This design comes from an exercise in tuning for small area, a short achievable clock period and few clock cycles on the open sky130 flow, not from production work.
The RTL was checked by simulation tests, not by an equivalence proof against the original design.
No activity file was given, so power comes from the tool's default toggle rates.

## T
## mm_system
module mm_system #(
  parameter int max_dim = 10
) (
  input  logic          arm_clk,
  input  logic          rst,
  input  logic          start,
  input  mm_pkg::dim_t  dim_m,
  input  mm_pkg::dim_t  dim_n,
  input  mm_pkg::dim_t  dim_p,
  input  logic          fm_valid,
  input  mm_pkg::word_t fm_word,
  input  logic          wm_valid,
  input  mm_pkg::word_t wm_word,
  output logic          res_valid,
  output mm_pkg::acc_t  res_data,
  output logic          done
);
  logic       busy, issuing, all_w;
  logic [1:0] fq, wq, qm_last, qp_last;
  logic [9:0] mask, i_oh, j_oh, m_oh, p_oh, fcol, wrow;
  logic       go, w_row_last, w_first_last, w_last, j_last, i_last, issue_last;
  logic       act, ok, byp, jg0, jg1, jg2, wq0, wq1, wq2;
  logic       v1, l1;
  logic       v2, l2;
  logic       v3, l3;
  assign go           = start & (~busy | done);
  assign w_row_last   = busy & ~all_w & wrow[9];
  assign w_first_last = w_row_last & wm_valid & (wq == 2'd0);
  assign w_last       = w_row_last & wm_valid & (wq == qp_last);
  assign j_last       = |(j_oh & p_oh);
  assign i_last       = |(i_oh & m_oh);
  assign jg0 = |j_oh[3:0];
  assign jg1 = |j_oh[7:4];
  assign jg2 = |j_oh[9:8];
  assign wq0 = (wq == 2'd0);
  assign wq1 = (wq == 2'd1);
  assign wq2 = (wq == 2'd2);
  assign byp = w_row_last & wm_valid & ((jg0 & wq0) | (jg1 & wq1) | (jg2 & wq2));
  assign ok  = all_w | byp | (jg0 & ~wq0) | (jg1 & wq2);
  assign act = issuing | w_first_last;
  assign issue_last = act & ok & j_last & i_last;
  always_ff @(posedge arm_clk or posedge rst) begin
    if (rst) begin
      busy    <= 1'b0;
      issuing <= 1'b0;
    end else begin
      if (go) busy <= 1'b1;
      else if (done) busy <= 1'b0;
      if (issue_last) issuing <= 1'b0;
      else if (w_first_last) issuing <= 1'b1;
    end
  end
  always_ff @(posedge arm_clk) begin
    if (go) begin
      qm_last <= 2'((dim_m[3:0] - 4'd1) >> 2);
      qp_last <= 2'((dim_p[3:0] - 4'd1) >> 2);
      for (int c = 0; c < 10; c++) begin
        mask[c] <= (4'(c) >= 4'd10 - dim_n[3:0]);
        fcol[c] <= (4'(c) == 4'd10 - dim_n[3:0]);
  ...
For scale: about 5,200 cells after synthesis, about 150 I/O pins.
clock: 10.0 ns
lec_check: 0
cap_margin: 20
core_margin: 2
core_utilization: 40
slew_margin: 20
synth_hierarchical: 1
synth_minimum_keep_size: 0
standard.sh (not shown) runs the stock make flow with config.mk's settings and CLKGATE_MAP_FILE= SYNTH_SCRIPT=/design/flow/synth_recipe.tcl, a recipe that flattens the netlist after the stock synthesis.
==> flow/flow/run.sh <==
#!/bin/bash
set -euo pipefail
bash standard.sh SETUP_SLACK_MARGIN=6.7 CTS_CLUSTER_SIZE=25 CTS_CLUSTER_DIAMETER=80 \
  "BUFFER_PORTS_ARGS=-buffer_cell sky130_fd_sc_hd__buf_2" finish > standard.log 2>&1
T reached the end of the flow, and the finished layout is clean on the timing, DRC and antenna checks.
Testbench counts of T, summed over its fixed seeds: cycles 6,110.
Edits applied to the flow inputs when going from T to Q:
--- a/flow/flow/run.sh
+++ b/flow/flow/run.sh
@@ -3 +3 @@
-bash standard.sh SETUP_SLACK_MARGIN=6.7 CTS_CLUSTER_SIZE=25 CTS_CLUSTER_DIAMETER=80 \
+bash standard.sh SETUP_SLACK_MARGIN=6.6 CTS_CLUSTER_SIZE=30 CTS_CLUSTER_DIAMETER=100 \
## What came out
Q finished every stage and its layout cleared the timing, DRC and antenna checks. Max clock group share of total power across T and Q: T. As far as post-synthesis cell area goes, T and Q are indistinguishable; the numbers are identical. Multi-input gate share of total cell area essentially unchanged between T and Q. Basic-gate share of the synthesized area counting and, or, nand and nor cells: T vs Q — no meaningful difference. T has a lower fraction of area in registers than Q. Cell area after layout (higher): T.


mm_system, a different RTL version from the one above (not shown whole).
Size in the first run: roughly 5100 cells after synthesis, about 2000 flip-flops, roughly 150 I/O pins.
==> flow/config.mk <==
export PLATFORM = sky130hd
export DESIGN_NAME = mm_system
export DESIGN_NICKNAME = mm_system
export VERILOG_FILES = /design/flow/design.v
export SDC_FILE = /design/flow/constraint.sdc
export NUM_CORES = 4
export LEC_CHECK = 0
export CAP_MARGIN = 20
export CORE_MARGIN = 2
export CORE_UTILIZATION = 40
export SLEW_MARGIN = 20
export SYNTH_HIERARCHICAL = 1
export SYNTH_MINIMUM_KEEP_SIZE = 0
==> flow/constraint.sdc <==
create_clock -name core_clock -period 10.0 [get_ports {arm_clk}]
set_input_delay 2.0000 -clock core_clock [delete_from_list [all_inputs] [get_ports {arm_clk}]]
set_output_delay 2.0000 -clock core_clock [all_outputs]
set_load 0.01 [all_outputs]
==> flow/flow/run.sh <==
#!/bin/bash
set -euo pipefail
bash standard.sh SETUP_SLACK_MARGIN=6.5 CTS_CLUSTER_SIZE=25 CTS_CLUSTER_DIAMETER=80 \
  "BUFFER_PORTS_ARGS=-buffer_cell sky130_fd_sc_hd__buf_2" finish > standard.log 2>&1
Testbench counts at the start, summed over its fixed seeds: cycles 6,110.
Rerun with:
==> flow/flow/run.sh (replaced) <==
#!/bin/bash
set -euo pipefail
bash standard.sh SETUP_SLACK_MARGIN=6.6 CTS_CLUSTER_SIZE=25 CTS_CLUSTER_DIAMETER=80 \
  "BUFFER_PORTS_ARGS=-buffer_cell sky130_fd_sc_hd__buf_2" finish > standard.log 2>&1
Result: Total power barely changes. Final cell count barely changes. Clock skew barely changes.

==> port drivers added, routing unchanged <==
In the flow no input, the clock included, has a driving cell. The finished layouts below were timed again as built, in two steps.
Step 1, drivers: a clkbuf_16 drives arm_clk and a buf_2 each remaining input, both assumed.
Step 2 moves the port delays by t, midway between the first and last clock arrival at a register: inputs arrive t later, outputs are due t later. That takes back most of the time a late clock gives input paths.
Three values: ideal, step 1, step 2; two values: the first two.
run	t (ns)	setup slack, ns	worst setup path at the end	slew at the worst register clock pin (ns)	cell pins on the clock port's net
T	0.873	6.652 / 6.561 / 6.079	input to register	0.10 / 0.10	1
Q	0.836	6.602 / 6.602 / 5.937	input to register	0.12 / 0.12	1
the first run of note 2	0.833	6.507 / 6.507 / 5.835	input to register	0.10 / 0.10	1
the second run of note 2	0.833	6.605 / 6.574 / 5.978	input to register	0.10 / 0.10	1
After both steps setup and hold are still met in every run listed. For the first run of note 2, which loses most, drivers alone change the setup slack by 0.000 ns; drivers and shift together by -0.672 ns.
